This is an optimization exercise on Yosys and OpenROAD, whose aim is small area, a short achievable clock period and few clock cycles per item, not a production implementation. Function was checked by simulation only, so behaviour that the tests miss may differ from the original. No activity file was given, so power comes from the tool's default toggle rates.

File: flow/config.mk
export PLATFORM = sky130hd
export DESIGN_NAME = mutative_cache
export DESIGN_NICKNAME = mutative_cache
export VERILOG_FILES = /design/flow/design.v
export SDC_FILE = /design/flow/constraint.sdc
export NUM_CORES = 4
export LEC_CHECK = 0
export CAP_MARGIN = 20
export CORE_MARGIN = 2
export CORE_UTILIZATION = 30
export CTS_CLUSTER_DIAMETER = 60
export CTS_CLUSTER_SIZE = 22
export PLACE_DENSITY = 0.4
export SETUP_SLACK_MARGIN = 4.3
export SLEW_MARGIN = 20
File: flow/constraint.sdc
create_clock -name core_clock -period 8.0 [get_ports {clk}]
set_input_delay 1.6000 -clock core_clock [delete_from_list [all_inputs] [get_ports {clk}]]
set_output_delay 1.6000 -clock core_clock [all_outputs]
set_load 0.01 [all_outputs]
File: flow/design.v
`timescale 1ns/10ps
`default_nettype none
package mutative_types;
    typedef logic [3-1:0]  way_idx_t;
    typedef logic [8-1:0]   way_mask_t;
    typedef logic [4-1:0]  set_idx_t;    
    typedef logic [12-1:0]  cache_tag_t;  
    typedef logic [16-1:0] cache_address_t;
    typedef enum logic [1:0] {
        mode_dm   = 2'b00,
        mode_2way = 2'b01,
        mode_4way = 2'b10,
        mode_8way = 2'b11
    } assoc_mode_t;
    typedef enum logic [2:0] {
        st_idle,
        st_lookup,
        st_miss_req,
        st_refill_wait,
        st_refill_write
    } ctrl_state_t;
    function automatic way_mask_t group_mask(assoc_mode_t mode, cache_tag_t tag);
        case (mode)
            mutative_types::mode_dm:   group_mask = way_mask_t'(1) << tag[2:0];
            mutative_types::mode_2way: group_mask = way_mask_t'(2'b11) << {tag[2:1], 1'b0};
            mutative_types::mode_4way: group_mask = way_mask_t'(4'hf) << {tag[2], 2'b00};
            default:   group_mask = '1;
        endcase
    endfunction
endpackage
`default_nettype wire
`timescale 1ns/10ps
`default_nettype none
package mutative_mem_types;
    typedef logic [16-1:0]   mem_addr_t;  
    typedef logic [32-1:0]   mem_data_t;
    typedef logic [2-1:0] credit_cnt_t;
endpackage
`default_nettype wire
`timescale 1ns/10ps
`default_nettype none
module mutative_cache (
    input  wire         clk,
    input  wire         rst,
    input  wire  [1:0]  setup,
    input  wire         req_valid,
    input  wire  [15:0] req_addr,
    output logic        req_ready,
    output logic        rsp_valid,
    output logic [31:0] rsp_data,
    output logic        rsp_hit,
    output logic        mem_req_valid,
    output logic [15:0] mem_req_addr,
    input  wire         mem_credit,
    input  wire         mem_rsp_valid,
    input  wire  [31:0] mem_rsp_data
);
    localparam int RQD = 10;   
    localparam int MQD = 4;    
    localparam int FD  = 4;    
    localparam int RW  = $clog2(RQD + 1);
    localparam int MW  = $clog2(MQD + 1);
    localparam int FW  = $clog2(FD + 1);
    logic [1:0]  mode_q;
    logic [11:0] tag_q   [16][8];
    logic [7:0]  valid_q [16];
    logic [7:0]  mru_q   [16];
    logic [31:0] data_q  [16][8];
    logic        a_valid;
    logic [15:0] a_addr;
    logic [7:0]  rq_q  [RQD];       
    logic [RW-1:0] rq_cnt;
    logic [15:0] mq_q  [MQD];
    logic [MW-1:0] mq_cnt;
    logic [31:0] f_q   [FD];
    logic [FW-1:0] f_cnt;
    logic [FW-1:0] out_cnt;         
    logic [1:0]  credits_q;
    always_ff @(posedge clk) mode_q <= setup;
    logic [15:0] a_soh;              
    logic        a_move, byp;
    logic [7:0]  r_valid, r_bits, r_eq, a_grp;
    logic [11:0] r_tag [8];
    logic [11:0] a_tag;
    logic        b_valid;
    logic [15:0] b_addr;
    logic [7:0]  b_match, b_mru, b_grp;
    logic [3:0]  l_set;
    logic [11:0] l_tag;
    logic [15:0] l_soh;
    logic [7:0]  l_grp, l_match, l_bits, l_clear, l_vict, l_new;
    logic        l_hit, l_fire;
    logic [2:0]  l_way;
    always_comb begin
        r_valid = '0;
        r_bits  = '0;
        for (int w = 0; w < 8; w++) r_tag[w] = '0;
        for (int s = 0; s < 16; s++) begin
            r_valid = r_valid | ({8{a_soh[s]}} & valid_q[s]);
            r_bits  = r_bits  | ({8{a_soh[s]}} & mru_q[s]);
            for (int w = 0; w < 8; w++)
                r_tag[w] = r_tag[w] | ({12{a_soh[s]}} & tag_q[s][w]);
        end
    end
    assign a_tag = a_addr[15:4];
    always_comb begin
        case (mode_q)
            2'd0:    a_grp = 8'h01 << a_tag[2:0];
            2'd1:    a_grp = 8'h03 << {a_tag[2:1], 1'b0};
            2'd2:    a_grp = 8'h0f << {a_tag[2], 2'b00};
            default: a_grp = 8'hff;
        endcase
        for (int w = 0; w < 8; w++)
            r_eq[w] = r_valid[w] && (r_tag[w] == a_tag);
    end
    assign l_set = b_addr[3:0];
    assign l_tag = b_addr[15:4];
    assign l_soh = 16'd1 << l_set;
    assign l_grp = b_grp;
    assign l_match = b_match;
    assign l_hit   = |l_match;
    assign l_bits  = b_mru;
    assign l_clear = l_grp & ~l_bits;
    assign l_vict  = (mode_q == 2'd0) ? l_grp : (l_clear & (~l_clear + 8'd1));
    logic [7:0] l_newof [8];
    logic [7:0] l_new_hit, l_new_miss;
    logic [2:0] l_way_hit, l_way_miss;
    always_comb begin
        for (int w = 0; w < 8; w++) begin
            if (l_bits[w])                   l_newof[w] = l_bits;
            else if (l_clear == (8'd1 << w)) l_newof[w] = (l_bits & ~l_grp) | (8'd1 << w);
            else                             l_newof[w] = l_bits | (8'd1 << w);
        end
        l_new_hit  = '0;
        l_new_miss = '0;
        l_way_hit  = '0;
        l_way_miss = '0;
        for (int w = 0; w < 8; w++) begin
            l_new_hit  = l_new_hit  | ({8{l_match[w]}} & l_newof[w]);
            l_new_miss = l_new_miss | ({8{l_vict[w]}}  & l_newof[w]);
            l_way_hit  = l_way_hit  | ({3{l_match[w]}} & 3'(w));
            l_way_miss = l_way_miss | ({3{l_vict[w]}}  & 3'(w));
        end
    end
    assign l_new = l_hit ? l_new_hit : l_new_miss;
    assign l_way = l_hit ? l_way_hit : l_way_miss;
    assign l_fire    = b_valid && (rq_cnt != RW'(RQD)) && (mq_cnt != MW'(MQD));
    assign a_move    = a_valid && (!b_valid || l_fire);
    assign byp       = l_fire && (a_addr[3:0] == l_set);
    logic          a_valid_d, b_valid_d, ready_d;
    logic [RW-1:0] rq_cnt_d;
    logic [MW-1:0] mq_cnt_d;
    logic [FW-1:0] out_cnt_d;
    logic [1:0]    credits_d;
    assign a_valid_d = req_ready ? req_valid : a_valid;
    assign b_valid_d = (a_move || l_fire) ? a_move : b_valid;
    assign ready_d   = !a_valid_d || !b_valid_d || (rq_cnt_d != RW'(RQD) && mq_cnt_d != MW'(MQD));
    always_ff @(posedge clk) begin
        if (rst) begin
            a_valid   <= 1'b0;
            b_valid   <= 1'b0;
            req_ready <= 1'b1;
        end else begin
            a_valid   <= a_valid_d;
            b_valid   <= b_valid_d;
            req_ready <= ready_d;
        end
        if (req_ready && req_valid) begin
            a_addr <= req_addr;
            a_soh  <= 16'd1 << req_addr[3:0];
        end
        if (a_move) begin
            b_addr  <= a_addr;
            b_mru   <= byp ? l_new : r_bits;
            b_grp   <= a_grp;
            for (int w = 0; w < 8; w++)
                b_match[w] <= a_grp[w] && ((byp && !l_hit && l_vict[w]) ? (a_tag == l_tag) : r_eq[w]);
        end
    end
    always_ff @(posedge clk) begin
        for (int s = 0; s < 16; s++) begin
            if (rst) begin
                valid_q[s] <= 8'd0;
                mru_q[s]   <= 8'd0;
            end else if (l_fire && l_soh[s]) begin
                mru_q[s] <= l_new;
                for (int w = 0; w < 8; w++)
                    if (!l_hit && l_vict[w]) valid_q[s][w] <= 1'b1;
            end
        end
    end
    always_ff @(posedge clk) begin
        for (int s = 0; s < 16; s++)
            for (int w = 0; w < 8; w++)
                if (l_fire && !l_hit && l_soh[s] && l_vict[w]) tag_q[s][w] <= l_tag;
    end
    logic issue, issue_q, credit_q;
    assign issue         = issue_q && (credit_q || mem_credit);
    assign mem_req_valid = issue;
    assign mem_req_addr  = mq_q[0];
    assign mq_cnt_d      = mq_cnt + MW'(l_fire && !l_hit) - MW'(issue);
    assign credits_d     = credits_q + 2'(mem_credit) - 2'(issue);
    always_ff @(posedge clk) begin
        if (rst) begin
            mq_cnt    <= '0;
            credits_q <= 2'd2;
            issue_q   <= 1'b0;
            credit_q  <= 1'b1;
        end else begin
            mq_cnt    <= mq_cnt_d;
            credits_q <= credits_d;
            issue_q   <= (mq_cnt_d != '0) && (out_cnt_d != FW'(FD));
            credit_q  <= (credits_d != 2'd0);
        end
    end
    always_ff @(posedge clk) begin
        for (int i = 0; i < MQD; i++) begin
            if (issue && i + 1 < MQD) mq_q[i] <= mq_q[i + 1];
            if (l_fire && !l_hit && MW'(i) == mq_cnt - MW'(issue)) mq_q[i] <= b_addr;
        end
    end
    localparam int PW = $clog2(RQD);
    localparam int QW = $clog2(FD);
    logic [PW-1:0] rq_rp, rq_wp, rq_rp1;
    logic [QW-1:0] f_rp, f_wp;
    logic          h_hit, r_fire, f_pop, m_take, f_push;
    logic [127:0]  h_sel;
    logic [15:0]   n_soh;
    logic [7:0]    n_woh;
    logic          n_hit;
    logic [7:0]    n_ent;
    logic [31:0]   m_word, h_data;
    assign rq_rp1 = (rq_rp == PW'(RQD - 1)) ? '0 : rq_rp + 1'b1;
    assign n_ent  = r_fire ? rq_q[rq_rp1] : rq_q[rq_rp];
    logic          f_ne;
    logic [FW-1:0] f_cnt_d;
    assign m_word  = f_ne ? f_q[f_rp] : mem_rsp_data;
    assign f_pop   = (rq_cnt != '0) && !h_hit && f_ne;
    assign m_take  = (rq_cnt != '0) && !h_hit && (f_ne || mem_rsp_valid);
    assign r_fire  = (rq_cnt != '0) && (h_hit || f_ne || mem_rsp_valid);
    assign f_push  = mem_rsp_valid && !((rq_cnt != '0) && !h_hit && !f_ne);
    assign f_cnt_d = f_cnt + FW'(f_push) - FW'(f_pop);
    assign rq_cnt_d  = rq_cnt + RW'(l_fire) - RW'(r_fire);
    assign out_cnt_d = out_cnt + FW'(issue) - FW'(m_take);
    logic [31:0] h_arr;
    always_comb begin
        h_arr = '0;
        for (int s = 0; s < 16; s++)
            for (int w = 0; w < 8; w++)
                h_arr = h_arr | ({32{h_sel[s * 8 + w]}} & data_q[s][w]);
        h_data = h_hit ? h_arr : m_word;
    end
    always_ff @(posedge clk) begin
        if (rst) begin
            rq_cnt    <= '0;
            rq_rp     <= '0;
            rq_wp     <= '0;
            f_cnt     <= '0;
            f_ne      <= 1'b0;
            f_rp      <= '0;
            f_wp      <= '0;
            out_cnt   <= '0;
            rsp_valid <= 1'b0;
        end else begin
            rq_cnt    <= rq_cnt_d;
            if (r_fire) rq_rp <= rq_rp1;
            if (l_fire) rq_wp <= (rq_wp == PW'(RQD - 1)) ? '0 : rq_wp + 1'b1;
            f_cnt     <= f_cnt_d;
            f_ne      <= (f_cnt_d != '0);
            if (f_pop)  f_rp <= f_rp + 1'b1;
            if (f_push) f_wp <= f_wp + 1'b1;
            out_cnt   <= out_cnt_d;
            rsp_valid <= r_fire;
        end
    end
    always_comb begin
        if (r_fire ? (rq_cnt == RW'(1)) : (rq_cnt == '0)) begin
            n_hit = l_hit;
            n_soh = l_soh;
            n_woh = l_hit ? l_match : l_vict;
        end else begin
            n_hit = n_ent[7];
            n_soh = 16'd1 << n_ent[6:3];
            n_woh = 8'd1 << n_ent[2:0];
        end
    end
    always_ff @(posedge clk) begin
        h_hit <= n_hit;
        for (int s = 0; s < 16; s++)
            for (int w = 0; w < 8; w++)
                h_sel[s * 8 + w] <= n_soh[s] && n_woh[w];
    end
    always_ff @(posedge clk) begin
        if (l_fire) rq_q[rq_wp] <= {l_hit, l_set, l_way};
        if (f_push) f_q[f_wp] <= mem_rsp_data;
    end
    always_ff @(posedge clk) begin
        rsp_hit  <= h_hit;
        rsp_data <= h_data;
        for (int s = 0; s < 16; s++)
            for (int w = 0; w < 8; w++)
                if (m_take && h_sel[s * 8 + w]) data_q[s][w] <= m_word;
    end
endmodule
`default_nettype wire
File: flow/run.sh
#!/bin/bash
# synth_recipe.tcl (not shown) runs the flow's synth.tcl, then flattens the netlist and writes it again
# the make line also repeats each setting of config.mk as NAME=value (left out here)
make -C /OpenROAD-flow-scripts/flow DESIGN_CONFIG=/design/flow/config.mk WORK_HOME=/design/flow/orfs CLKGATE_MAP_FILE= SYNTH_SCRIPT=/design/flow/synth_recipe.tcl finish
==> results of run 1 <==
[registers in the layout, indices dropped and copies added, names as in the netlist, 3 cells and up, named ones only]
| signal | flops |
|---|---|
| data_q | 4096 |
| rq_q | 80 |
| tag_q | 1536 |
| valid_q | 128 |
| mru_q | 128 |
| a_soh | 16 |
| b_addr | 16 |
| f_cnt | 3 |
| rq_cnt | 4 |
| rq_wp | 4 |
| out_cnt | 3 |
| rq_rp | 4 |
| rsp_data | 32 |
| b_match | 8 |
| f_q | 128 |
| mq_q | 64 |
| mq_cnt | 3 |
| b_mru | 8 |
| a_addr | 16 |
| b_grp | 8 |
| h_sel | 128 |
[kinds of logic after synthesis]
group,Yosys count
compound gates,3384
xor+xnor,129
simple gates,1891
buf+inv,839
flops,6436
mux,144
fa+ha+maj,24
[per-layer routing]
layer / global-route usage, % / vias to the layer above / share of wire (%)
met1: 40.91 / 88840 / 34
met4: 27.57 / 79 / 9.7
li1: - / 56310 / -
met3: 15.20 / 5468 / 14
met5: 0.2604 / - / 0.064
met2: 48.80 / 19600 / 41
[through the flow]
stage	instance area [µm²]	power, µW	setup WS [ns]	utilization, %
4_1_cts	274000	96450	4.271	35.26
5_1_grt	275200	98580	4.184	35.41
6_report	275900	99190	3.890	35.50
2_1_floorplan	233600	50290	4.075	-
3_3_place_gp	251400	67490	2.367	32.35
3_5_place_dp	252500	67460	2.372	32.49
[power groups by stage]
stage / Clock (µW) / Combinational [µW] / Sequential [µW]
after CTS: 28900 / 24900 / 42600
after detailed placement: 0 / 24100 / 43400
after global placement: 0 / 24100 / 43400
after global routing: 30100 / 25800 / 42700
final: 29000 / 27300 / 42900
after floorplan: 0 / 8460 / 41800
[layout make-up]
class / instances / area share [%]
Antenna cell: 334 / 0.3030
Clock buffer: 601 / 5.103
Clock inverter: 395 / 1.681
Inverter: 47 / 0.06395
Multi-Input combinational cell: 5618 / 15.88
Sequential cell: 6436 / 68.58
Tap cell: 10270 / 4.657
Timing Repair Buffer: 1062 / 3.732
[critical path, stage by stage (launching register included)]
cell      delay [ns]
dfxtp_4         0.44
buf_4           0.39
buf_4           0.47
a221oi_1        0.44
nand4_1         0.46
nor3_2          0.44
nand4_1         0.40
nor4_4          0.71
a21oi_1         0.19
[timing repair]
action	in CTS	in global routing
gates resized for setup	238	79
pin swaps	74	24
hold buffers	0	0
endpoints found under the setup margin	3712	471
cloned	47	2
buffers inserted	128	30
endpoints found under the hold margin	0	0
[final timing paths]
kind,startpoint,to,slack (ns),depth (start not counted)
worst max register to register,h_sel[81],rsp_data[5],3.89,8
worst min-delay path,valid_q[14][0],valid_q[14][0],0.47,2
worst max-delay path,h_sel[81],rsp_data[5],3.89,8
worst min register to register,valid_q[14][0],valid_q[14][0],0.47,2
[cell usage in the layout (no fill, tap or decap), types with 68 or more instances in the layout]
cell type     n
a21oi_1     107
a221oi_1   1075
a22o_1     1073
a22oi_1     715
and2_4      133
buf_12      117
buf_4       760
clkbuf_16   555
dfxtp_1     310
dfxtp_4     138
diode_2     334
edfxtp_1   5976
inv_6        81
nand2_1     113
nand3_1     194
nand3b_1    131
nand4_1     399
nor2_1      557
nor4_1       68
o21ai_0      99
xor2_1       83
==> out/qor.csv, run 1 <==
metric;value;unit
switching_share;38.78;%
grt.overflow.total;0;
synth_xor_xnor_area_share;0.4839;%
initial_utilization;30.04;%
fin_skew;0.1272;ns
synth_top_cell_by_area;edfxtp_1;
drive_above_1_share;18.47;%
multiInputGateArea;43800;µm²
final_antenna_net_count;0;
fill_cells;72280;
clkLatencyLatePin;1.23;ns
synth_area;233500;µm²
whs;0.4713;ns
gp_congestion;0.9682;
boundaryPins;107;
vias_per_cell;6.877;
yosys-top-cells-count;5976 x edfxtp_1, 1110 x a221oi_1, 1073 x a22o_1;
synth-edff-count;5976;
grt_pass1_vias;146600;
cap_violations;0;
layout.nets;13790;
holdCritPathClass;reg -> reg;
cp_data_required_time;9.06;ns
setup_viol;0;
synth.mux.area_fraction;0.9288;%
fin_crit;4.110;ns
crit_fanout;12;
dieArea;785300;µm²
post-place-cells;23210;
cts_buffer_depth;4;
root_buffer;clkbuf_16;
synth-compound-area-share;11.94;%
avgSynthCellArea;18.17;µm²
coreArea;777100;µm²
rsz0062_at_grt;true;
die_w;886.2;µm
yosys_warnings;8;
internal-power;60730;µW
end_kind;flop;
period_share;51.37;%
ys_seq_area_share;80.81;%
setup.worst_path.start_class;flop;
h-tree-depth;6;
rows;324;
ys_dominant_reg_cell;edfxtp_1;
grt_max_degree;209;
synthSimpleGateAreaFrac;4.292;%
drt_iter0_markers;38600;
power.switching;38460;µW
clkPwrFrac;29.2;%
grt_usage;34.58;%
dr.pass1.iters;15;
areaGrowthSynthToFinish;18.16;%
maxClockFrequency;243.3;MHz
drcViolationCount;0;
async_flop_share;0;%
powerDensity;359.5;nW/µm²
cp.arrival;5.17;ns
combPwrFrac;27.5;%
hold_viol;0;
antenna_found_initial;258;
critical_path_class;reg -> reg;
synth_cells;12850;
max_slew_margin;4.011;%
ys_seq_elements;6436;
final-max-slew-violation-count;0;
grt_pass1_wl;1741000;µm
worstMarginPinSlew;1.440;ns
stdcell_count;24760;
finalSetupTns;0;ns
synth_top_area_share;76.86;%
cts.sinks;6436;
place_hpwl;847500;µm
wirelength;1414000;µm
yosys.cell_types.count;92;
io_buffer_count;106;
wl_per_cell;57.10;µm
post-synth-top-count-cell;edfxtp_1;
synth_top_family_by_area;compound AO/OA/AOI/OAI gates;
power.leakage;0.08570;µW
die_y;886.2;µm
seqPwrFrac;43.3;%
ys_top_cells_by_area;edfxtp_1 77%, a221oi_1 4.2%, a22o_1 4.0%;
vias;170300;
cts_buffers;541;
status;timing/DRC/antenna clean;
ir_drop;303.2;µV
syn_nets;12930;
synth-adder-area-share;0.1415;%
cts_tree;built;
regArea;189200;µm²
clkTransAtPathRegs;0.07;ns
Testbench counts, summed over its fixed seeds: cycles 50,250, items 48,000.
==> run 2, diff against run 1 <==
--- a/flow/config.mk
+++ b/flow/config.mk
@@ -8,8 +8,8 @@
 export CAP_MARGIN = 20
 export CORE_MARGIN = 2
-export CORE_UTILIZATION = 30
+export CORE_UTILIZATION = 25
 export CTS_CLUSTER_DIAMETER = 60
 export CTS_CLUSTER_SIZE = 22
-export PLACE_DENSITY = 0.4
+export PLACE_DENSITY = 0.35
 export SETUP_SLACK_MARGIN = 4.3
 export SLEW_MARGIN = 20
==> out/qor.csv, run 2 <==
metric;value;unit;change
status;timing/DRC/antenna clean;;
initial_utilization;25.03;%;-5.0 points
cts_buffer_depth;5;;+1
yosys.cell_types.count;92;;unchanged
reg_top3;data_q: 4096 flops, tag_q: 1536 flops;;
yosys_warnings;8;;unchanged
avgSynthCellArea;18.17;µm²;unchanged
maxClockFrequency;247.6;MHz;+1.8%
ys_dominant_reg_cell;edfxtp_1;;
root_buffer;clkbuf_16;;
rsz0062_at_grt;true;;
synth_cells;12850;;unchanged
path_cells;buf_4 > a22o_1 > a221oi_1 > nand3_1 > or4_1 > nor4_2 > a21oi_1;;
fin_crit;4.038;ns;-0.07153 ns
drcViolationCount;0;;unchanged
yosys-top-cells-count;5976 x edfxtp_1, 1110 x a221oi_1, 1073 x a22o_1;;
synth.mux.area_fraction;0.9288;%;unchanged
stdcell_area;280500;µm²;+1.7%
worst_path_largest_cell_delay;0.77;ns;+0.06 ns
holdCritPathClass;reg -> reg;;
wl_per_cell;54.03;µm;-5.4%
gp_congestion;0.9167;;-5.3%
crit_family;simple AND/OR/NAND/NOR gates;;
wirelength;1445000;µm;+2.2%
holdBufCountCts;0;;unchanged
synth_xor_xnor_area_share;0.4839;%;unchanged
ys_seq_elements;6436;;unchanged
max_slew_margin;10.81;%;+6.8 points
grt.overflow.total;0;;unchanged
drt_iter0_markers;33730;;-13%
boundaryPins;107;;unchanged
dieArea;941600;µm²;+20%
top_layer_used;met5;;
hold_viol;0;;unchanged
power.leakage;0.08673;µW;+1.2%
post-synth-top-count-cell;edfxtp_1;;
cts.sinks;6436;;unchanged
coreArea;932800;µm²;+20%
largest_reg_flops;4096;;unchanged
io_buffer_count;106;;unchanged
r2r_slack;3.96;ns;+0.07 ns
ir_drop;223.2;µV;-26%
critical_path_class;reg -> reg;;
synth_top_area_share;76.86;%;unchanged
syn_nets;12930;;unchanged
vias;161600;;-5.1%
areaGrowthSynthToFinish;20.14;%;
grt_pass1_wl;1772000;µm;+1.8%
ys_seq_area_share;80.81;%;unchanged
cp_data_required_time;8.86;ns;-0.20 ns
setup.worst_path.start_class;flop;;
final_antenna_net_count;0;;unchanged
synthSimpleGateAreaFrac;4.292;%;unchanged
cp_slowest_cell;nor4_2;;
rows;355;;+9.6%
synth-adder-area-share;0.1415;%;unchanged
final_common_cell;edfxtp_1;;
setup_viol;0;;unchanged
cp.arrival;4.90;ns;-0.27 ns
synth_top_family_by_area;compound AO/OA/AOI/OAI gates;;
grt_usage;29.54;%;-5.0 points
synth_area;233500;µm²;unchanged
crit_fanout;16;;+4
die_w;970.4;µm;+9.5%
critPathBufInv;1;;-1
synth-compound-area-share;11.94;%;unchanged
grt_max_degree;184;;-12%
async_flop_share;0;%;unchanged
clkLatencyLatePin;1.15;ns;-0.08 ns
powerDensity;359.8;nW/µm²;about the same
fin_util;30.07;%;-5.4 points
wl_met2;612700;µm;+4.5%
finalSetupTns;0;ns;unchanged
h-tree-depth;6;;unchanged
placed_area;255600;µm²;+1.2%
grt_pass1_vias;142100;;-3.1%
synth-edff-count;5976;;unchanged
vias_per_cell;6.043;;-12%
clkTransAtPathRegs;0.08;ns;about the same
period_share;50.48;%;-0.89 points
drive_above_1_share;19.48;%;+1.0 points
layout.nets;13880;;+0.67%
end_kind;flop;;
wl_met3;157600;µm;-23%
layout.cells.most_common_list;5976 x edfxtp_1, 1073 x a22o_1, 1069 x a221oi_1;;
stdcell_count;26740;;+8.0%
antenna_found_initial;230;;-11%
cts_buffers;583;;+7.8%
ys_top_cells_by_area;edfxtp_1 77%, a221oi_1 4.2%, a22o_1 4.0%;;
cts_tree;built;;
place_hpwl;880100;µm;+3.9%
top_register;data_q;;
worstMarginPinSlew;1.338;ns;-0.1020 ns
total_power;100900;µW;+1.7%
dr.pass1.iters;7;;-8
post-place-cells;25270;;+8.8%
die_y;970.4;µm;+9.5%
final-max-slew-violation-count;0;;unchanged
fin_skew;0.1545;ns;+0.02731 ns
synth_top_cell_by_area;edfxtp_1;;
fill_cells;91220;;+26%
cap_violations;0;;unchanged
wl_met1;549300;µm;+13%
-- run 2: cell counts after synthesis --
No cell type changed its count.
-- run 2: cell families after synthesis --
logic type | Yosys count
AOI/OAI and AO/OA | 3384
xor gates and xnor gates | 129
adders and majority gates | 24
buffers and inverters | 839
DFF | 6436
muxes | 144
and+or+nand+nor | 1891
-- run 2: worst min-delay path, delay by kind of cell, from the launching register on --
family / cells / cell delay [ns]
flops: 1 / 0.33
simple gates: 2 / 0.11
-- run 2: routing by layer --
metal	vias up	global-route usage, %
li1	56300	-
met1	87450	38.15
met2	14140	43.11
met3	3648	7.603
met4	30	21.17
met5	-	0
-- run 2: per-stage QoR --
step	setup slack (ns)	hold slack, ns
2_1_floorplan	4.075	0.3691
3_3_place_gp	2.322	0.4492
3_5_place_dp	2.313	0.4580
4_1_cts	3.769	0.4738
5_1_grt	4.099	0.4900
6_report	3.962	0.4703
-- run 2: path summary, 6_finish.rpt --
kind	from	to	cells past startpoint
min	valid_q[2][5]	valid_q[2][5]	2
min reg2reg	valid_q[2][5]	valid_q[2][5]	2
max	h_sel[114]	rsp_data[24]	7
max reg2reg	h_sel[114]	rsp_data[24]	7
-- run 2: cell type report --
| cell class | count | area, µm² | area share, % |
|---|---|---|---|
| inverter | 47 | 180.2 | 0.06424 |
| antenna | 158 | 395.4 | 0.1410 |
| clock inverter | 409 | 4984 | 1.777 |
| multi-input combinational | 5620 | 43880 | 15.64 |
| sequential | 6436 | 189200 | 67.45 |
| clock buffer | 639 | 15260 | 5.442 |
| tap | 12320 | 15410 | 5.494 |
| timing repair buffer | 1110 | 11180 | 3.986 |
-- run 2: where the power goes --
part           leakage [µW]  switching [µW]  internal (µW)  total [µW]
logic                0.0194           21400           5640       27000
registers            0.0576            2250          40600       42900
clock network       0.00976           14900          16100       31000
total                0.0867           38500          62400      101000
-- run 2: timing repair --
| action | CTS | global route |
|---|---|---|
| buffers inserted | 170 | 40 |
| hold endpoints to repair | 0 | 0 |
| gates resized for setup | 262 | 56 |
| setup endpoints to repair | 4308 | 876 |
| pin swaps | 70 | 26 |
| gates cloned | 47 | 1 |

## separate check: timing with driven ports
In the flow no input, the clock included, has a driving cell. The finished layouts below were timed again as built, in two steps. Step 1: set_driving_cell puts a clkbuf_16 on clk and a buf_2 on each other input, an assumption about the parent block. Step 2 adds t to the input delays and takes it off the output delays; t is the mean of the earliest and latest rising clock arrival at the registers after step 1. Input paths then give back, and output paths get back, about the clock's delay inside the block. a / b / c = ideal ports / drivers / drivers and shift; a / b = the first two.
run | shift t [ns] | setup WS [ns] | worst setup path at the end | slew at the worst register clock pin (ns) | cell pins on the clock port's net
run 1 | 1.301 | 3.890 / 3.890 / 3.110 | input to register | 0.10 / 0.10 | 1
run 2 | 1.196 | 3.962 / 3.962 / 3.352 | input to register | 0.10 / 0.10 | 1
After both steps setup and hold are still met in every run listed. For run 1, which loses most, drivers alone change the setup slack by 0.000 ns; drivers and shift together by -0.780 ns.
